Context: an optimization exercise on an open-source flow, tuned for small area, a short achievable clock period and few clock cycles per item. The choices shown serve that exercise and are no tape-out recipe.
RTL that was checked went through simulation tests only; none was proved equivalent to the original.
Only the layout flow was run in run 5; the RTL was not checked for function there.
Power figures rest on the tool's default switching activity, not on a simulated workload.

==> flow/design.v, too long to show whole: its modules and the start of the top module <==
// module fp32_fa: 10 lines
// module fp32_ha: 9 lines
// module fp32_round_pack: 66 lines
// module fp32_mul_pipe: 1430 lines
module fp32_mul_pipe #(
  parameter logic [31:0] QNAN = fp32_pkg::QNAN
) (
  input  logic        clk,
  input  logic        rst_n,
  input  logic        in_valid,
  output logic        in_ready,
  input  logic [31:0] A,
  input  logic [31:0] B,
  output logic        out_valid,
  input  logic        out_ready,
  output logic [31:0] result,
  output logic [2:0]  flags
);
  // ...
==> flow/flow/run.sh <==
#!/bin/bash
# The standard layout, with the port buffers that global placement inserts made plain
# buffers (sky130_fd_sc_hd__buf_2) instead of the delay cell that buffer_ports picks.
set -euo pipefail
export BUFFER_PORTS_ARGS="-buffer_cell sky130_fd_sc_hd__buf_2"
bash standard.sh finish > standard_flow.log 2>&1
==> flow/standard.sh <==
#!/bin/bash
# synth_recipe.tcl (not shown) runs the flow's synth.tcl, then flattens the netlist and writes it again
# the make line also repeats each setting of config.mk as NAME=value (left out here)
make -C /OpenROAD-flow-scripts/flow DESIGN_CONFIG=/design/flow/config.mk WORK_HOME=/design/flow/orfs CLKGATE_MAP_FILE= SYNTH_SCRIPT=/design/flow/synth_recipe.tcl "${@:-finish}"
==> flow/config.mk <==
export PLATFORM = sky130hd
export DESIGN_NAME = fp32_mul_pipe
export DESIGN_NICKNAME = fp32_mul_pipe
export VERILOG_FILES = /design/flow/design.v
export SDC_FILE = /design/flow/constraint.sdc
export NUM_CORES = 4
export LEC_CHECK = 0
export ABC_AREA = 1
export CAP_MARGIN = 20
export CORE_MARGIN = 2
export CORE_UTILIZATION = 55
export CTS_BUF_LIST = sky130_fd_sc_hd__clkbuf_4 sky130_fd_sc_hd__clkbuf_8
export SETUP_SLACK_MARGIN = 2.6
export SLEW_MARGIN = 20
export SYNTH_HIERARCHICAL = 1
export SYNTH_MINIMUM_KEEP_SIZE = 0
export TNS_END_PERCENT = 5
==> flow/constraint.sdc <==
create_clock -name core_clock -period 8.0 [get_ports {clk}]
set_input_delay 1.6000 -clock core_clock [delete_from_list [all_inputs] [get_ports {clk}]]
set_output_delay 1.6000 -clock core_clock [all_outputs]
set_load 0.01 [all_outputs]
==> impl_results.md, run 1 <==
- Status: complete, no violations
- GRT overflow: 0
- Min Hold Slack: 957 ps
- Met1 Use GR: 45.3%
- Via/cell ratio: 6.16
- Clock transition at path regs: 110 ps
- RR Startpoint: out_valid$_DFFE_PN0P_
- Critical Path RT: 8160 ps
- DP Area: 20,200 µm²
- Routed wire per std cell: 23.0 µm
- Prevailing post-synth register cell: edfxtp_1
- Dpl cells: 2,819
- IO buf count: 104
- First-pass GRT wire length: 98,800 µm
- Sequential cell area share: 12.8%
- RSZ-0062 raised after global routing: true
- Utilization after layout: 60.0%
- H-tree levels: 3
- Largest net degree at the start of global routing: 50
- Slowest stage delay, CP: 570 ps
- Metal1 wirelength: 25,600 µm
- CTS root buffer: clkbuf_8
- Top Consumer: combinational cells
- DP HPWL: 49,000 µm
- Top Family by Delay on Critical Path: adder cells
- Multi-input gates: 1,896
- Highest-count cells in the layout ignoring fill and taps: nand2_1 (388), xor2_1 (275), fa_1 (264), o22ai_1 (260), inv_1 (204)
- Largest regs: rq: 72 flops, exp_q: 10 flops, cls_q: 2 flops
- Max-cap violations: 0
Testbench counts, summed over its fixed seeds: cycles 8,008, items 8,000.
==> run 2: changes to the inputs <==
--- a/flow/config.mk
+++ b/flow/config.mk
@@ -10,4 +10,5 @@
 export CORE_MARGIN = 2
-export CORE_UTILIZATION = 55
+export CORE_UTILIZATION = 45
 export CTS_BUF_LIST = sky130_fd_sc_hd__clkbuf_4 sky130_fd_sc_hd__clkbuf_8
+export PLACE_DENSITY = 0.7
 export SETUP_SLACK_MARGIN = 2.6
==> impl_results.md, run 2 <==
- Status: complete, no violations (unchanged)
- Prevailing post-synth register cell: edfxtp_1 (unchanged)
- Multi-input logic area: 15,500 µm² (about the same)
- Pleak: 9.21 nW (was 9.25 nW)
- CP arrival: 5490 ps (was 5550 ps)
- Minimum clock period: 5350 ps (was 5380 ps)
- RR Startpoint: out_valid$_DFFE_PN0P_ (unchanged)
- Pre-antenna DRT Iters: 5 (unchanged)
- Core area: 42,900 µm² (was 34,700 µm²)
- Routed Antenna Nets: 0 (unchanged)
- Proportion of layout cells with a drive suffix above 1: 13.3% (was 13.5%)
- Critical Path RT: 8140 ps (was 8160 ps)
- R2r endpoint: rq[64]$_DFFE_PP_ (was rq[43]$_DFFE_PP_)
- Synth top cells by count: nand2_1 (412), xor2_1 (275), fa_1 (264) (unchanged)
- Synth area leader: fa_1 (unchanged)
- Final Cell Area: 20,900 µm² (was 20,800 µm²)
- CTS root buffer: clkbuf_8 (unchanged)
- CTS tree: yes (unchanged)
- Post-synth top area share: 27.2% (unchanged)
- Via/cell ratio: 5.92 (was 6.16)
- Max-cap violations: 0 (unchanged)
- Peak supply drop: 0.249 mV (was 0.320 mV)
- CP Class: input pin to flip-flop (unchanged)
- Slew HR: 52.7% (was 51.2%)
- DRT Wirelength: 64,700 µm (was 65,400 µm)
- H-tree levels: 3 (unchanged)
- Final Power: 8.76 mW (was 8.82 mW)
- DP HPWL: 47,900 µm (was 49,000 µm)
- Number of global-route vias before repair: 17,600 (about the same)
- DIE AREA: 44,900 µm² (was 36,900 µm²)
- Total CTS buffers: 9 (unchanged)
- Layout Area Growth over Synthesis: 7.56% (was 7.10%)
- Final-report setup violation count: 0 (unchanged)
- Max frequency: 187 MHz (was 186 MHz)
- R2R Setup Slk: 5920 ps (was 5860 ps)
- DRC Markers: 0 (unchanged)
- I/O pin count: 105 (unchanged)
- All-Layer GR Usage: 28.7% (was 35.9%)
- # rows: 76 (was 68)
- Synth top area cells: fa_1 (27%), edfxtp_1 (14%), xor2_1 (12%), o22ai_1 (8.4%), nand2_1 (7.9%) (unchanged)
- Clock latency on the worst-skew pair: 410 ps (was 420 ps)
- Worst Path Buf+Inv: 3 (unchanged)
- Count leader, synth: nand2_1 (unchanged)
- Hold Path Class: input pin to async pin (unchanged)
- Sum of negative setup slack: 0 ps (unchanged)
- Clock transition at path regs: 120 ps (was 110 ps)
- # fillers: 4,130 (was 3,248)
- Tcrit/Tclk final: 66.9% (was 67.3%)
- Via count: 17,600 (was 17,500)
- Gp weighted congestion: 0.965 (was 0.934)
- Synth Cell Area: 19,500 µm² (unchanged)
- Critical Path Sink Type: flip-flop (unchanged)
- First-pass GRT wire length: 98,900 µm (was 98,800 µm)
- Register area: 2670 µm² (unchanged)
- Netlist cell types: 53 (unchanged)
- Sequential area share after synthesis: 13.7% (unchanged)
- Min Hold Slack: 937 ps (was 957 ps)
- Cell chain of the critical path: buf_6 > buf_8 > nor2_1 > a21oi_1 > buf_6 > o22ai_1 > xor2_1 > fa_1 > fa_1 > fa_1 > fa_1 > fa_1 (was buf_2 > clkbuf_8 > nor2_1 > a21oi_1 > buf_6 > o22ai_1 > xor2_1 > fa_1 > fa_1 > fa_1 > fa_1 > fa_1)
- CTS max path bufs: 2 (unchanged)
- Gate Count Post-Synth: 2,355 (unchanged)
- Post-synth ARST share: 1.12% (unchanged)
- Initial Utilization: 45.4% (was 56.1%)
- IO buf count: 104 (unchanged)
- Most common cell after layout, fill and taps aside: nand2_1 (unchanged)
- Post-synth EDFFs: 88 (unchanged)
- Slowest stage delay, CP: 610 ps (was 570 ps)
- Die height: 212 µm (was 192 µm)
- Crit-path slowest cell: fa_1 (unchanged)
- Slew @ Worst Pin: 709 ps (was 730 ps)
- RSZ-0062 raised after global routing: true (unchanged)
- CP Launch Type: input pin (unchanged)
- Net count, final: 2,816 (was 2,817)
- Top cell by count, worst path: fa_1 (unchanged)
- YS warnings: 8 (unchanged)
- Largest net degree at the start of global routing: 48 (was 50)
- Initial antenna violation count: 0 (was 2)
- GRT overflow: 0 (unchanged)
- DP Area: 20,400 µm² (was 20,200 µm²)
- Initial DRC Count: 1,942 (was 1,729)
- Worst Skew: 23.8 ps (was 26.0 ps)
- Largest register FFs: 72 (unchanged)
- Top Family by Delay on Critical Path: adder cells (unchanged)
- Crit Path Max Fanout: 23 (was 28)
- Most flop-heavy register: rq (unchanged)
- Largest regs: rq: 72 flops, exp_q: 10 flops, cls_q: 2 flops (unchanged)
- Sink Count: 89 (unchanged)
- Highest-count cells in the layout ignoring fill and taps: nand2_1 (393), xor2_1 (275), fa_1 (264), o22ai_1 (262), inv_1 (203) (was nand2_1 (388), xor2_1 (275), fa_1 (264), o22ai_1 (260), inv_1 (204))
- Routed wire per std cell: 21.7 µm (was 23.0 µm)
- Die width: 212 µm (was 192 µm)
- Syn Area/Cell: 8.26 µm² (unchanged)
- Final Slew Violations: 0 (unchanged)
- Pwr Density: 419 nW/µm² (was 423 nW/µm²)
- FF+latch count, synth: 89 (unchanged)
- Final Hold Viols: 0 (unchanged)
- Cell count of the worst reg-to-reg path: 3 (unchanged)
## run 2: cell counts after synthesis
No cell type changed its count.
## run 2: through the flow
stage	std cells	util [%]	setup WS, ps
after CTS	2961	48.2	2580
final	2978	48.8	2650
after global placement	2945	47.5	1710
after detailed placement	2945	47.5	1640
after floorplan	2366	-	2630
after global routing	2977	48.8	2570
## run 2: cell type report
class / count / share of cell area [%]
multi-input cells: 1897 / 74.1
flip-flops and latches: 89 / 12.7
inverters: 246 / 4.57
repair buffers: 139 / 4.02
well taps: 585 / 3.50
clock buffers: 9 / 0.592
clock inverters: 7 / 0.353
repair inverters: 5 / 0.132
diodes: 1 / 0.0120
## run 2: metal layers
| metal | track usage, % | vias up | wire, µm | share of wire, % |
|---|---|---|---|---|
| li1 | - | 7893 | - | - |
| met1 | 37.5 | 8525 | 25900 | 40 |
| met4 | 13.1 | 0 | 3210 | 5.0 |
| met3 | 5.77 | 187 | 6500 | 10 |
| met5 | 0 | - | 0 | 0 |
| met2 | 45.9 | 1017 | 29000 | 45 |
## run 2: worst max-delay path by stage
stage	startpoint	to	slack, ps	cells past startpoint
floorplan	B[5]	rq[24]$_DFFE_PP_	2630	11
global placement	B[11]	rq[42]$_DFFE_PP_	1710	11
detailed placement	B[3]	rq[26]$_DFFE_PP_	1640	12
CTS	rq[51]$_DFFE_PP_	result[4]	2580	16
global route	B[19]	rq[30]$_DFFE_PP_	2570	12
finish	B[7]	rq[26]$_DFFE_PP_	2650	12
## run 2: modules after synthesis (local to each module, per instance), a selection
module,cell area (µm²),flip-flops and latches
fp32_mul_pipe,9440,89
fp32_fa,20.0,0
fp32_ha,12.5,0
## run 2: kinds of logic after synthesis
logic type | count (synthesis) | share of synthesized area [%]
XOR/XNOR | 277 | 12.5
flip-flops | 89 | 13.7
buffers and inverters | 382 | 7.79
AND/OR/NAND/NOR | 844 | 20.2
other | 1 | 0.0193
AO/OA/AOI/OAI | 401 | 12.5
adder cells (fa/ha/maj) | 361 | 33.4
## run 2: report_power, final
part	switching, mW	total, mW	internal, mW
logic	4.49	7.26	2.78
registers	0.0840	1.18	1.10
clock network	0.194	0.316	0.122
total	4.77	8.76	4.00
## run 2: repair_timing
| item | 4_1_cts | 5_1_grt |
|---|---|---|
| pin swaps | 0 | 3 |
| gates cloned | 0 | 7 |
| hold buffers | 0 | 0 |
| endpoints found under the setup margin | 49 | 63 |
| setup buffers | 0 | 9 |
| gates resized for setup | 32 | 38 |
==> run 3: changes to the inputs <==
--- a/flow/config.mk
+++ b/flow/config.mk
@@ -12,3 +12,3 @@
 export CTS_BUF_LIST = sky130_fd_sc_hd__clkbuf_4 sky130_fd_sc_hd__clkbuf_8
-export PLACE_DENSITY = 0.7
+export PLACE_DENSITY = 0.6
 export SETUP_SLACK_MARGIN = 2.6
@@ -17,2 +17,2 @@
 export SYNTH_MINIMUM_KEEP_SIZE = 0
-export TNS_END_PERCENT = 5
+export TNS_END_PERCENT = 0
==> impl_results.md, run 3 <==
- Initial Utilization: 45.4% (unchanged)
- Worst Skew: 9.28 ps (was 23.8 ps)
- Die height: 212 µm (unchanged)
- Gate Count Post-Synth: 2,355 (unchanged)
- Clock transition at path regs: 100 ps (was 120 ps)
- Antenna Cells: 0 (was 1)
- Post-synth top area share: 27.2% (unchanged)
- Dpl cells: 2,943 (was 2,945)
- Tcrit/Tclk final: 67.7% (was 66.9%)
- XOR/XNOR Fraction of Synth Area: 12.5% (unchanged)
- Top cell by count, worst path: fa_1 (unchanged)
- CTS root buffer: clkbuf_8 (unchanged)
- Pre-antenna DRT Iters: 6 (was 5)
- P_sw: 4.72 mW (was 4.77 mW)
- DIE AREA: 44,900 µm² (unchanged)
- Critical Path RT: 8150 ps (was 8140 ps)
- Routed wire per std cell: 21.5 µm (was 21.7 µm)
- Sequential area share after synthesis: 13.7% (unchanged)
- Proportion of layout cells with a drive suffix above 1: 12.7% (was 13.3%)
- # fillers: 4,220 (was 4,130)
- Clk pwr share: 3.3% (was 3.6%)
- Status: complete, no violations (unchanged)
- Min Hold Slack: 967 ps (was 937 ps)
- Sequential share of power: 13.7% (was 13.5%)
- Total CTS buffers: 9 (unchanged)
- YS warnings: 8 (unchanged)
- Peak supply drop: 0.182 mV (was 0.249 mV)
- Initial DRC Count: 1,668 (was 1,942)
- Initial antenna violation count: 1 (was 0)
- IO buf count: 104 (unchanged)
- Largest net degree at the start of global routing: 48 (unchanged)
- Synth top area cells: fa_1 (27%), edfxtp_1 (14%), xor2_1 (12%), o22ai_1 (8.4%), nand2_1 (7.9%) (unchanged)
- Max frequency: 185 MHz (was 187 MHz)
- Comb power frac: 82.9% (about the same)
- Fin cells: 2,964 (was 2,978)
- Critical Path Sink Type: flip-flop (unchanged)
- GRT overflow: 0 (unchanged)
- Sum of negative setup slack: 0 ps (unchanged)
- Post-synth EDFFs: 88 (unchanged)
- Pleak: 9.15 nW (was 9.21 nW)
- Routed Antenna Nets: 0 (unchanged)
- Cell chain of the critical path: buf_2 > buf_12 > nand2_1 > nand2_1 > nand2_4 > o22ai_1 > xor2_1 > fa_1 > fa_1 > fa_1 > fa_1 > fa_1 (was buf_6 > buf_8 > nor2_1 > a21oi_1 > buf_6 > o22ai_1 > xor2_1 > fa_1 > fa_1 > fa_1 > fa_1 > fa_1)
- Net count, final: 2,803 (was 2,816)
- Register area: 2670 µm² (unchanged)
- Area share of fa/ha/maj cells after synthesis: 33.4% (unchanged)
- CTS max path bufs: 2 (unchanged)
- # rows: 76 (unchanged)
- CP Class: input pin to flip-flop (unchanged)
- Slew HR: 53.2% (was 52.7%)
- Post-synth ARST share: 1.12% (unchanged)
- FF+latch count, synth: 89 (unchanged)
- Most common cell after layout, fill and taps aside: nand2_1 (unchanged)
- Crit Path Max Fanout: 28 (was 23)
- Prevailing post-synth register cell: edfxtp_1 (unchanged)
- Clock latency on the worst-skew pair: 390 ps (was 410 ps)
- Core area: 42,900 µm² (unchanged)
- Synth Cell Area: 19,500 µm² (unchanged)
- Post-synthesis mux area share: 0% (unchanged)
- Pwr Density: 416 nW/µm² (was 419 nW/µm²)
- Sink Count: 89 (unchanged)
- Minimum clock period: 5420 ps (was 5350 ps)
- H-tree levels: 3 (unchanged)
- Largest family of logic cells by synthesized area: adder cells (unchanged)
- Sw Share: 54.5% (was 54.4%)
- Slowest stage delay, CP: 580 ps (was 610 ps)
- Synth area leader: fa_1 (unchanged)
- Crit-path slowest cell: fa_1 (unchanged)
- Multi-input logic area: 15,500 µm² (about the same)
- P_int: 3.93 mW (was 4.00 mW)
- Via count: 17,300 (was 17,600)
- RSZ-0062 raised after global routing: true (unchanged)
- All-Layer GR Usage: 28.4% (was 28.7%)
- Highest-count cells in the layout ignoring fill and taps: nand2_1 (391), xor2_1 (275), fa_1 (264), o22ai_1 (262), inv_1 (203) (was nand2_1 (393), xor2_1 (275), fa_1 (264), o22ai_1 (262), inv_1 (203))
- CP arrival: 5570 ps (was 5490 ps)
- Die width: 212 µm (unchanged)
- DP HPWL: 48,200 µm (was 47,900 µm)
- Via/cell ratio: 5.85 (was 5.92)
- Count leader, synth: nand2_1 (unchanged)
- First-pass GRT wire length: 97,500 µm (was 98,900 µm)
- Most flop-heavy register: rq (unchanged)
- DRC Markers: 0 (unchanged)
- DRT Wirelength: 63,600 µm (was 64,700 µm)
- Number of global-route vias before repair: 17,500 (was 17,600)
- Netlist cell types: 53 (unchanged)
- Slew @ Worst Pin: 701 ps (was 709 ps)
- CTS tree: yes (unchanged)
- Gp weighted congestion: 0.957 (was 0.965)
- Final Power: 8.65 mW (was 8.76 mW)
- Hold Path Class: input pin to async pin (unchanged)
- Largest register FFs: 72 (unchanged)
- Final Slew Violations: 0 (unchanged)
- Final Hold Viols: 0 (unchanged)
- Syn Area/Cell: 8.26 µm² (unchanged)
- CP Launch Type: input pin (unchanged)
- Final Cell Area: 20,800 µm² (was 20,900 µm²)
- Post-synthesis compound-gate area fraction: 12.5% (unchanged)
- Synth top cells by count: nand2_1 (412), xor2_1 (275), fa_1 (264) (unchanged)
- I/O pin count: 105 (unchanged)
- Post-synthesis simple-gate area fraction: 20.2% (unchanged)
- DP Area: 20,300 µm² (was 20,400 µm²)
- Final-report setup violation count: 0 (unchanged)
- Max-cap violations: 0 (unchanged)
- Post-CTS setup buffer count: 0 (unchanged)
- Largest regs: rq: 72 flops, exp_q: 10 flops, cls_q: 2 flops (unchanged)
- Layout Area Growth over Synthesis: 6.90% (was 7.56%)
==> run 3: repair_timing <==
item / in CTS / in global routing
hold buffers: 0 / 0
gates cloned: 0 / 5
pin swaps: 0 / 1
setup endpoints to repair: 79 / 66
gates resized for setup: 24 / 45
==> run 3: path summary, 6_finish.rpt <==
check,slack (ps),end,from,cells past startpoint
worst max register to register,5950,rq[66]$_DFFE_PP_,out_valid$_DFFE_PN0P_,3
min in group core_clock,990,out_valid$_DFFE_PN0P_,out_valid$_DFFE_PN0P_,3
worst min-delay path,970,out_valid$_DFFE_PN0P_,rst_n,1
worst max-delay path,2580,rq[34]$_DFFE_PP_,B[11],12
max in group asynchronous,6950,out_valid$_DFFE_PN0P_,rst_n,1
worst min register to register,990,out_valid$_DFFE_PN0P_,out_valid$_DFFE_PN0P_,3
==> run 3: Yosys stat by module, one instance, submodules excluded, excerpt <==
module,flops+latches,copies in the design,cells
fp32_fa,0,263,1
fp32_mul_pipe,89,1,1192
fp32_ha,0,32,1
==> run 3: per-stage QoR <==
step	setup slack [ps]	utilization, %
2_1_floorplan	2630	-
3_3_place_gp	1480	47.4
3_5_place_dp	1380	47.4
4_1_cts	2480	48.0
5_1_grt	2500	48.5
6_report	2580	48.5
==> run 3: cell families after synthesis <==
family                     after synthesis
buffers and inverters                  382
xor gates and xnor gates               277
AOI/OAI and AO/OA                      401
DFF                                     89
and+or+nand+nor                        844
other                                    1
adders and majority gates              361
==> run 3: worst max-delay path: cells and delay by family <==
| family | cells | cell delay, ps |
|---|---|---|
| AOI/OAI and AO/OA | 1 | 230 |
| adders and majority gates | 5 | 2530 |
| and+or+nand+nor | 3 | 540 |
| buffers and inverters | 2 | 360 |
| xor gates and xnor gates | 1 | 300 |
==> run 3: layer usage <==
metal	global-route usage (%)	routed length (µm)
met5	0	0
met4	12.6	2650
met3	4.54	5250
met2	45.4	29000
met1	38.0	26700
==> run 3: power groups by stage <==
stage / sequential (mW) / combinational [mW] / clock (mW)
floorplan: 1.16 / 5.21 / 0
CTS: 1.19 / 7.13 / 0.298
finish: 1.19 / 7.18 / 0.288
global route: 1.21 / 8.21 / 0.315
detailed placement: 1.20 / 7.11 / 0
global placement: 1.20 / 6.88 / 0
==> run 3: final cells by class <==
cell class | instances | share of cell area, %
flip-flops and latches | 89 | 12.8
clock inverters | 7 | 0.253
multi-input cells | 1896 | 74.5
inverters | 246 | 4.56
repair buffers | 128 | 3.66
well taps | 585 | 3.52
repair inverters | 4 | 0.108
clock buffers | 9 | 0.596
==> run 4: changes to the inputs <==
==> flow/flow/run.sh (replaced) <==
#!/bin/bash
# The standard layout, with two changes: the port buffers that global placement inserts
# are plain buffers (sky130_fd_sc_hd__buf_2) instead of the delay cell buffer_ports picks,
# and after global routing the resizer downsizes gates off the critical paths
# (ORFS's RECOVER_POWER step).
set -euo pipefail
export BUFFER_PORTS_ARGS="-buffer_cell sky130_fd_sc_hd__buf_2"
export RECOVER_POWER=100
bash standard.sh finish > standard_flow.log 2>&1
--- a/flow/config.mk
+++ b/flow/config.mk
@@ -11,5 +11,3 @@
 export CORE_UTILIZATION = 45
-export CTS_BUF_LIST = sky130_fd_sc_hd__clkbuf_4 sky130_fd_sc_hd__clkbuf_8
-export PLACE_DENSITY = 0.6
-export SETUP_SLACK_MARGIN = 2.6
+export SETUP_SLACK_MARGIN = 2.5
 export SLEW_MARGIN = 20
@@ -17,2 +15,2 @@
 export SYNTH_MINIMUM_KEEP_SIZE = 0
-export TNS_END_PERCENT = 0
+export TNS_END_PERCENT = 5
==> impl_results.md, run 4 <==
- Routed Antenna Nets: 0 (unchanged)
- Slew @ Worst Pin: 2550 ps (was 701 ps)
- Min Hold Slack: 1000 ps (was 967 ps)
- Prevailing post-synth register cell: edfxtp_1 (unchanged)
- Largest net degree at the start of global routing: 48 (unchanged)
- Initial Utilization: 45.4% (unchanged)
- Hold Path Class: input pin to async pin (unchanged)
- Proportion of layout cells with a drive suffix above 1: 10.8% (was 12.7%)
- CP Class: input pin to flip-flop (unchanged)
- Grt met2 use: 44.9% (was 45.4%)
- Post-synth ARST share: 1.12% (unchanged)
- DIE AREA: 44,900 µm² (unchanged)
- FF+latch count, synth: 89 (unchanged)
- Sequential area share after synthesis: 13.7% (unchanged)
- Core area: 42,900 µm² (unchanged)
- Die width: 212 µm (unchanged)
- Layout Area Growth over Synthesis: 7.23% (was 6.90%)
- Top Usage Layer GRT: met2 (unchanged)
- Clock latency on the worst-skew pair: 370 ps (was 390 ps)
- All-Layer GR Usage: 28.3% (was 28.4%)
- # rows: 76 (unchanged)
- Via/cell ratio: 5.81 (was 5.85)
- Largest register FFs: 72 (unchanged)
- Die height: 212 µm (unchanged)
- Antenna Cells: 0 (unchanged)
- DP HPWL: 48,000 µm (was 48,200 µm)
- Final Hold Viols: 0 (unchanged)
- RSZ-0062 raised after global routing: true (unchanged)
- Gp weighted congestion: 0.925 (was 0.957)
- Via count: 17,200 (was 17,300)
- CTS tree: yes (unchanged)
- Sw Share: 53.6% (was 54.5%)
- Clock transition at path regs: 70 ps (was 100 ps)
- P_sw: 4.68 mW (was 4.72 mW)
- Initial DRC Count: 1,791 (was 1,668)
- # fillers: 4,198 (was 4,220)
- Cell count of the worst reg-to-reg path: 3 (unchanged)
- Pwr Density: 418 nW/µm² (was 416 nW/µm²)
- Sum of negative setup slack: 0 ps (unchanged)
- Peak supply drop: 0.231 mV (was 0.182 mV)
- Synth area leader: fa_1 (unchanged)
- DP Area: 20,300 µm² (unchanged)
- RR Startpoint: out_valid$_DFFE_PN0P_ (unchanged)
- Sequential share of power: 13.6% (was 13.7%)
- Register area: 2670 µm² (unchanged)
- YS warnings: 8 (unchanged)
- Sink Count: 89 (unchanged)
- Most flop-heavy register: rq (unchanged)
- Count leader, synth: nand2_1 (unchanged)
- CP arrival: 6430 ps (was 5570 ps)
- Highest-count cells in the layout ignoring fill and taps: nand2_1 (400), xor2_1 (275), fa_1 (263), o22ai_1 (262), inv_1 (203) (was nand2_1 (391), xor2_1 (275), fa_1 (264), o22ai_1 (262), inv_1 (203))
- Final Cell Area: 20,900 µm² (was 20,800 µm²)
- Netlist cell types: 53 (unchanged)
- Synth top area cells: fa_1 (27%), edfxtp_1 (14%), xor2_1 (12%), o22ai_1 (8.4%), nand2_1 (7.9%) (unchanged)
- Slew HR: -70.2% (was 53.2%)
- Post-synth top area share: 27.2% (unchanged)
- Final-report setup violation count: 0 (unchanged)
- Status: failed layout checks (was complete, no violations)
- Initial antenna violation count: 1 (unchanged)
- CTS Hold Bufs: 0 (unchanged)
- Global-route met3 utilization: 5.92% (was 4.54%)
- I/O pin count: 105 (unchanged)
- Max frequency: 158 MHz (was 185 MHz)
- Met1 Use GR: 38.3% (was 38.0%)
- Total CTS buffers: 9 (unchanged)
- Clk pwr share: 5.0% (was 3.3%)
- First-pass GRT wire length: 96,800 µm (was 97,500 µm)
- R2r endpoint: exp_q[1]$_DFFE_PP_ (was rq[66]$_DFFE_PP_)
- Crit Path Max Fanout: 24 (was 28)
- CTS max path bufs: 2 (unchanged)
- Post-synth EDFFs: 88 (unchanged)
- R2R Setup Slk: 3420 ps (was 5950 ps)
- Critical Path RT: 8100 ps (was 8150 ps)
- Multi-input logic area: 15,400 µm² (was 15,500 µm²)
- Worst Skew: 10.4 ps (was 9.28 ps)
- Max-cap violations: 3 (was 0)
- Routed wire per std cell: 21.5 µm (about the same)
- DRC Markers: 0 (unchanged)
- Synth Cell Area: 19,500 µm² (unchanged)
- H-tree levels: 3 (unchanged)
- DRT Wirelength: 63,800 µm (was 63,600 µm)
- Final Slew Violations: 117 (was 0)
- Pleak: 9.10 nW (was 9.15 nW)
- Number of global-route vias before repair: 16,900 (was 17,500)
- IO buf count: 104 (unchanged)
- P_int: 4.04 mW (was 3.93 mW)
- Most common cell after layout, fill and taps aside: nand2_1 (unchanged)
- Minimum clock period: 6330 ps (was 5420 ps)
- Syn Area/Cell: 8.26 µm² (unchanged)
- Tcrit/Tclk final: 79.2% (was 67.7%)
- Critical Path Sink Type: flip-flop (unchanged)
- CP Launch Type: input pin (unchanged)
- Pre-antenna DRT Iters: 5 (was 6)
- Synth top cells by count: nand2_1 (412), xor2_1 (275), fa_1 (264) (unchanged)
- Gate Count Post-Synth: 2,355 (unchanged)
- CTS root buffer: clkbuf_16 (was clkbuf_8)
- Comb power frac: 81.3% (was 82.9%)
- GRT overflow: 0 (unchanged)
- Net count, final: 2,806 (was 2,803)
- Final Power: 8.72 mW (was 8.65 mW)
- Layout check failures: capacitance limit, slew limit
- Largest regs: rq: 72 flops, exp_q: 10 flops, cls_q: 2 flops (unchanged)
==> run 4: cell count changes in the layout (fill, tap and decap cells not counted), moves of 3 or more <==
| cell | before | now |
|---|---|---|
| clkbuf_1 | 0 | 38 |
| buf_2 | 102 | 69 |
| clkbuf_16 | 0 | 10 |
| clkbuf_8 | 10 | 0 |
| nand2_1 | 391 | 400 |
| nand2_2 | 37 | 30 |
| buf_4 | 18 | 15 |
==> run 4: worst max path at each step <==
stage | start | to | slack [ps] | depth (start not counted)
floorplan | B[11] | rq[34]$_DFFE_PP_ | 2600 | 12
global placement | B[19] | rq[28]$_DFFE_PP_ | 1410 | 11
detailed placement | B[19] | rq[34]$_DFFE_PP_ | 1340 | 11
CTS | B[3] | ck_q$_DFFE_PP_ | 2450 | 14
global route | rq[36]$_DFFE_PP_ | result[17] | 1270 | 18
finish | B[13] | rq[26]$_DFFE_PP_ | 1670 | 8
==> run 4: area by class of cell <==
class	instances	area share, %
tap	585	3.51
sequential	89	12.8
clock inverter	7	0.396
inverter	246	4.55
timing repair buffer	132	3.63
timing repair inverter	4	0.108
multi-input combinational	1895	73.9
clock buffer	9	1.08
==> run 4: Yosys stat by module, one instance, submodules excluded, a selection <==
module         cell area, µm²  cells
fp32_fa                  20.0      1
fp32_ha                  12.5      1
fp32_mul_pipe            9440   1192
==> run 4: repair_timing <==
item                       CTS  global route
gates cloned                 0             5
setup endpoints to repair   47            62
buffers inserted             1             2
pin swaps                    0             1
gates resized for setup     30            41
==> run 4: cells by family (layout without fill, tap and decap cells) <==
family | count (synthesis) | after routing | synth area share [%]
DFF | 89 | 89 | 13.7
xor gates and xnor gates | 277 | 277 | 12.5
AOI/OAI and AO/OA | 401 | 401 | 12.5
adders and majority gates | 361 | 361 | 33.4
and+or+nand+nor | 844 | 844 | 20.2
buffers and inverters | 382 | 398 | 7.79
other | 1 | 12 | 0.0193
==> run 4: power by group through the flow <==
stage	logic, mW	registers (mW)	clock network [mW]
after detailed placement	7.07	1.20	0
after global routing	8.10	1.21	0.467
final	7.09	1.19	0.440
after floorplan	5.21	1.16	0
after CTS	7.09	1.19	0.452
after global placement	6.88	1.20	0
==> run 4: critical path, stage by stage <==
cell	delay, ps
clkbuf_1	620
clkbuf_1	1330
xor2_1	270
fa_1	580
fa_1	570
fa_1	450
fa_1	570
fa_1	410
==> run 4: metrics by stage <==
step / setup WS (ps) / cells / utilization (%)
5_1_grt: 1270 / 2967 / 48.6
2_1_floorplan: 2600 / 2366 / -
3_5_place_dp: 1340 / 2943 / 47.4
4_1_cts: 2450 / 2960 / 48.4
3_3_place_gp: 1410 / 2943 / 47.4
6_report: 1670 / 2967 / 48.6
==> run 4: per-layer routing <==
metal  up-vias  wire, µm
met1      8400     26600
met3       127      5870
met4         2      2210
li1       7859         -
met2       847     29100
met5         -        13
==> module fp32_round_pack, before the edit <==
module fp32_round_pack #(
  parameter int          K    = 21,
  parameter logic [31:0] QNAN = 32'h7FC0_0000
) (
  input  logic [47-K:0]     hia,
  input  logic [47-K:0]     hib,
  input  logic              cin,
  input  logic              tie0,
  input  logic              tie1,
  input  logic              sign,
  input  logic signed [9:0] exp,
  input  logic [1:0]        cls,     
  output logic [31:0]       result,
  output logic [2:0]        flags
);
  logic [47-K:0] y, z;
  logic          n;
  logic [22:0]   frac0, frac1, frac;
  logic signed [9:0] exp1;
  logic          uf0, uf1, of0, of1, uf, of;
  logic [7:0]    ebits;
  always_comb begin
    y = hia + hib + {{(47-K){1'b0}}, cin};
    z = hia + hib + {{(47-K){1'b0}}, cin} + ((48-K)'(1) << (22 - K));
    n = y[47-K];
    frac0 = y[45-K:23-K];
    frac0[0] = frac0[0] & ~tie0;
    frac1 = z[46-K:24-K];
    frac1[0] = frac1[0] & ~tie1;
    frac = n ? frac1 : frac0;
    exp1 = exp + 10'sd1;
    uf0  = (exp  <= 10'sd0);
    uf1  = (exp1 <= 10'sd0);
    of0  = (exp  >= 10'sd255);
    of1  = (exp1 >= 10'sd255);
    uf   = n ? uf1 : uf0;
    of   = n ? of1 : of0;
    ebits = n ? exp1[7:0] : exp[7:0];
    unique case (cls)
      2'd3: begin
        result = QNAN;
        flags  = 3'b100;
      end
      2'd2: begin
        result = {sign, 8'hFF, 23'h0};
        flags  = 3'b000;
      end
      2'd1: begin
        result = {sign, 31'h0};
        flags  = 3'b000;
      end
      default: begin
        if (uf) begin
          result = {sign, 31'h0};
          flags  = 3'b001;
        end else if (of) begin
          result = {sign, 8'hFF, 23'h0};
          flags  = 3'b010;
        end else begin
          result = {sign, ebits, frac};
          flags  = 3'b000;
        end
      end
    endcase
  end
endmodule
==> run 5: changes to the inputs <==
--- a/flow/design.v
+++ b/flow/design.v
@@ -39,6 +39,19 @@
   logic          n;
-  logic [22:0]   frac0, frac1, frac;
+  logic [22:0]   frac0, frac1;
+  logic [34:0]   res0, res1;
   logic signed [9:0] exp1;
-  logic          uf0, uf1, of0, of1, uf, of;
-  logic [7:0]    ebits;
+  logic          uf0, uf1, of0, of1;
+  function automatic logic [34:0] pack(input logic s, input logic [1:0] c, input logic u,
+                                       input logic o, input logic [7:0] e, input logic [22:0] f);
+    unique case (c)
+      2'd3:    pack = {3'b100, QNAN};
+      2'd2:    pack = {3'b000, s, 8'hFF, 23'h0};
+      2'd1:    pack = {3'b000, s, 31'h0};
+      default: begin
+        if (u)      pack = {3'b001, s, 31'h0};
+        else if (o) pack = {3'b010, s, 8'hFF, 23'h0};
+        else        pack = {3'b000, s, e, f};
+      end
+    endcase
+  endfunction
   always_comb begin
@@ -51,3 +64,2 @@
     frac1[0] = frac1[0] & ~tie1;
-    frac = n ? frac1 : frac0;
     exp1 = exp + 10'sd1;
@@ -57,31 +69,5 @@
     of1  = (exp1 >= 10'sd255);
-    uf   = n ? uf1 : uf0;
-    of   = n ? of1 : of0;
-    ebits = n ? exp1[7:0] : exp[7:0];
-    unique case (cls)
-      2'd3: begin
-        result = QNAN;
-        flags  = 3'b100;
-      end
-      2'd2: begin
-        result = {sign, 8'hFF, 23'h0};
-        flags  = 3'b000;
-      end
-      2'd1: begin
-        result = {sign, 31'h0};
-        flags  = 3'b000;
-      end
-      default: begin
-        if (uf) begin
-          result = {sign, 31'h0};
-          flags  = 3'b001;
-        end else if (of) begin
-          result = {sign, 8'hFF, 23'h0};
-          flags  = 3'b010;
-        end else begin
-          result = {sign, ebits, frac};
-          flags  = 3'b000;
-        end
-      end
-    endcase
+    res0 = pack(sign, cls, uf0, of0, exp[7:0], frac0);
+    res1 = pack(sign, cls, uf1, of1, exp1[7:0], frac1);
+    {flags, result} = n ? res1 : res0;
   end
==> flow/flow/run.sh (replaced) <==
#!/bin/bash
# The standard layout, with the port buffers that global placement inserts made plain
# buffers (sky130_fd_sc_hd__buf_2) instead of the delay cell that buffer_ports picks.
set -euo pipefail
export BUFFER_PORTS_ARGS="-buffer_cell sky130_fd_sc_hd__buf_2"
bash standard.sh finish > standard_flow.log 2>&1
==> impl_results.md, run 5 <==
- Status: complete, no violations (was failed layout checks)
- Synth area leader: fa_1 (unchanged)
- FF+latch count, synth: 89 (unchanged)
- Initial antenna violation count: 2 (was 1)
- Total CTS buffers: 9 (unchanged)
- Number of global-route vias before repair: 17,400 (was 16,900)
- Crit Path Max Fanout: 12 (was 24)
- Antenna Cells: 0 (unchanged)
- Via count: 17,300 (was 17,200)
- Synth top area cells: fa_1 (27%), edfxtp_1 (14%), xor2_1 (12%), o22ai_1 (8.4%), nand2_1 (7.6%) (was fa_1 (27%), edfxtp_1 (14%), xor2_1 (12%), o22ai_1 (8.4%), nand2_1 (7.9%))
- Max-cap violations: 0 (was 3)
- DRT Wirelength: 64,700 µm (was 63,800 µm)
- IO buf count: 104 (unchanged)
- Utilization after layout: 48.8% (was 48.6%)
- Layout Area Growth over Synthesis: 7.46% (was 7.23%)
- Clock latency on the worst-skew pair: 370 ps (about the same)
- Peak supply drop: 0.214 mV (was 0.231 mV)
- Syn Area/Cell: 8.30 µm² (was 8.26 µm²)
- Hold Path Class: flip-flop to flip-flop (was input pin to async pin)
- Max frequency: 178 MHz (was 158 MHz)
- Worst Skew: 12.4 ps (was 10.4 ps)
- Post-synth EDFFs: 88 (unchanged)
- Critical Path RT: 8100 ps (about the same)
- Largest register FFs: 72 (unchanged)
- Multi-input logic area: 15,500 µm² (was 15,400 µm²)
- First-pass GRT wire length: 99,500 µm (was 96,800 µm)
- Pre-antenna DRT Iters: 5 (unchanged)
- Slew @ Worst Pin: 1010 ps (was 2550 ps)
- Count leader, synth: nand2_1 (unchanged)
- Final Power: 8.68 mW (was 8.72 mW)
- Most flop-heavy register: rq (unchanged)
- Final-report setup violation count: 0 (unchanged)
- Routed Antenna Nets: 0 (unchanged)
- Post-synth top area share: 27.1% (was 27.2%)
- Sequential area share after synthesis: 13.7% (about the same)
- Netlist cell types: 55 (was 53)
- RSZ-0062 raised after global routing: true (unchanged)
- Gate Count Post-Synth: 2,352 (was 2,355)
- Slew HR: 32.8% (was -70.2%)
- DP Area: 20,400 µm² (was 20,300 µm²)
- Final Slew Violations: 0 (was 117)
- CP Launch Type: input pin (unchanged)
- Proportion of layout cells with a drive suffix above 1: 12.6% (was 10.8%)
- CTS max path bufs: 2 (unchanged)
- Final Cell Area: 21,000 µm² (was 20,900 µm²)
- Clock transition at path regs: 80 ps (was 70 ps)
- GRT overflow: 0 (unchanged)
- Core area: 43,000 µm² (was 42,900 µm²)
- DP HPWL: 48,500 µm (was 48,000 µm)
- Most common cell after layout, fill and taps aside: nand2_1 (unchanged)
- I/O pin count: 105 (unchanged)
- Critical Path Sink Type: flip-flop (unchanged)
- DIE AREA: 45,100 µm² (was 44,900 µm²)
- CP Class: input pin to flip-flop (unchanged)
- Fin cells: 2,966 (was 2,967)
- CTS root buffer: clkbuf_16 (unchanged)
- Dpl cells: 2,942 (was 2,943)
- Initial DRC Count: 1,683 (was 1,791)
- Via/cell ratio: 5.83 (was 5.81)
- Register area: 2670 µm² (unchanged)
- Sum of negative setup slack: 0 ps (unchanged)
- Initial Utilization: 45.4% (about the same)
- Pleak: 9.31 nW (was 9.10 nW)
- Setup WS pre-CTS: 1330 ps (was 1340 ps)
- # rows: 76 (unchanged)
- Gp weighted congestion: 0.984 (was 0.925)
- Highest-count cells in the layout ignoring fill and taps: nand2_1 (375), xor2_1 (273), fa_1 (263), o22ai_1 (262), inv_1 (219) (was nand2_1 (400), xor2_1 (275), fa_1 (263), o22ai_1 (262), inv_1 (203))
- Die height: 212 µm (about the same)
- Net count, final: 2,805 (was 2,806)
- Die width: 212 µm (about the same)
- Tcrit/Tclk final: 70.2% (was 79.2%)
- CP arrival: 5720 ps (was 6430 ps)
- Prevailing post-synth register cell: edfxtp_1 (unchanged)
- DRC Markers: 0 (unchanged)
- Largest regs: rq: 72 flops, exp_q: 10 flops, cls_q: 2 flops (unchanged)
- Synth top cells by count: nand2_1 (393), xor2_1 (273), fa_1 (264) (was nand2_1 (412), xor2_1 (275), fa_1 (264))
- Min Hold Slack: 741 ps (was 1000 ps)
- Routed wire per std cell: 21.8 µm (was 21.5 µm)
- Final Hold Viols: 0 (unchanged)
- All-Layer GR Usage: 28.9% (was 28.3%)
- CTS Hold Bufs: 0 (unchanged)
- Minimum clock period: 5610 ps (was 6330 ps)
- Pwr Density: 414 nW/µm² (was 418 nW/µm²)
- H-tree levels: 3 (unchanged)
- Post-synth ARST share: 1.12% (unchanged)
- Sink Count: 89 (unchanged)
- CTS tree: yes (unchanged)
- # fillers: 4,265 (was 4,198)
- Post-route setup slack: 2390 ps (was 1670 ps)
- YS warnings: 8 (unchanged)
- Synth Cell Area: 19,500 µm² (about the same)
- Largest net degree at the start of global routing: 70 (was 48)
==> run 5: cell count changes after synthesis, moves of 9 or more <==
cell	previous run	this run
nand2_2	31	20
inv_1	211	224
nor2_1	176	157
nand3_2	4	13
nand2_1	412	393
nand3_1	96	126
==> run 5: repair_timing <==
item,4_1_cts,5_1_grt
buffers inserted,0,5
setup endpoints to repair,47,48
endpoints found under the hold margin,0,0
cloned,0,3
resized for setup,28,25
pin swaps,0,2
==> run 5: logic make-up after synthesis <==
family | Yosys count | synth area share (%)
buffers and inverters | 395 | 7.96
DFF | 89 | 13.7
AOI/OAI and AO/OA | 396 | 12.4
and+or+nand+nor | 835 | 20.2
xor gates and xnor gates | 275 | 12.4
other | 1 | 0.0192
adders and majority gates | 361 | 33.3
==> run 5: per-layer routing <==
metal / GRT usage (%) / wire length, µm / up-vias
met2: 45.5 / 29100 / 910
li1: - / - / 7903
met1: 39.3 / 27200 / 8346
met5: 0 / 28 / -
met3: 6.00 / 6200 / 126
met4: 10.9 / 2150 / 4
==> run 5: path summary, 6_finish.rpt <==
| path | from | end | slack (ps) | cells past startpoint |
|---|---|---|---|---|
| worst max register to register | out_valid$_DFFE_PN0P_ | rq[68]$_DFFE_PP_ | 6130 | 2 |
| max in group asynchronous | rst_n | out_valid$_DFFE_PN0P_ | 6930 | 1 |
| worst min register to register | out_valid$_DFFE_PN0P_ | out_valid$_DFFE_PN0P_ | 740 | 2 |
| worst min-delay path | out_valid$_DFFE_PN0P_ | out_valid$_DFFE_PN0P_ | 740 | 2 |
| worst max-delay path | A[16] | rq[16]$_DFFE_PP_ | 2390 | 9 |
| min in group asynchronous | rst_n | out_valid$_DFFE_PN0P_ | 990 | 1 |
==> run 5: power by group <==
part	switching (mW)	internal (mW)
combinational	4.37	2.70
clock	0.206	0.220
sequential	0.0853	1.10
total	4.66	4.02
==> run 5: final cells by class <==
cell class | count | share of cell area (%)
sequential | 89 | 12.7
clock buffer | 9 | 1.07
tap | 585 | 3.49
multi-input combinational | 1880 | 73.7
inverter | 260 | 4.74
clock inverter | 7 | 0.352
timing repair inverter | 2 | 0.0477
timing repair buffer | 134 | 3.89
==> run 5: Yosys stat by module, one instance, submodules excluded, a selection <==
module	cells	flops+latches	copies in the design	cell area, µm²
fp32_mul_pipe	1192	89	1	9440
fp32_fa	1	0	263	20.0
fp32_ha	1	0	32	12.5
==> run 5: worst max-delay path, cell delays in order <==
cell and delay, ps:
buf_2 290, clkinvlp_2 720, o22ai_1 420, xor2_1 210, fa_1 520, fa_1 550
fa_1 430, fa_1 540, fa_1 420

## static timing again, ports no longer ideal
The results above use ideal ports. As a check the final layouts listed here were re-extracted and re-timed, cells and wires unchanged. Step 1, drivers: a clkbuf_16 drives clk and a buf_2 each remaining input, both assumed. Step 2, shift: input delay + t, output delay - t, t = (earliest + latest rising clock arrival at the registers) / 2. This alone moves slack from input paths to output paths. Three values: ideal, step 1, step 2; two values: the first two.
run | t, ns | setup slack, ns | hold slack, ns | worst setup path at the end | clock arrival spread, ns
run 1 | 0.460 | 2.616 / 2.647 / 2.188 | 0.957 / 0.925 / 1.016 | input to register | 0.028 / 0.029
run 2 | 0.442 | 2.648 / 2.656 / 2.214 | 0.937 / 0.912 / 0.997 | input to register | 0.025 / 0.025
run 3 | 0.435 | 2.581 / 2.595 / 2.160 | 0.967 / 0.940 / 0.987 | input to register | 0.018 / 0.018
run 4 | 0.408 | 1.666 / 1.691 / 1.283 | 1.002 / 0.971 / 1.380 | input to register | 0.016 / 0.015
run 5 | 0.415 | 2.385 / 2.415 / 2.000 | 0.741 / 0.741 / 0.741 | input to register | 0.014 / 0.013
For run 2, which loses most, drivers alone change the setup slack by +0.008 ns; drivers and shift together by -0.434 ns.
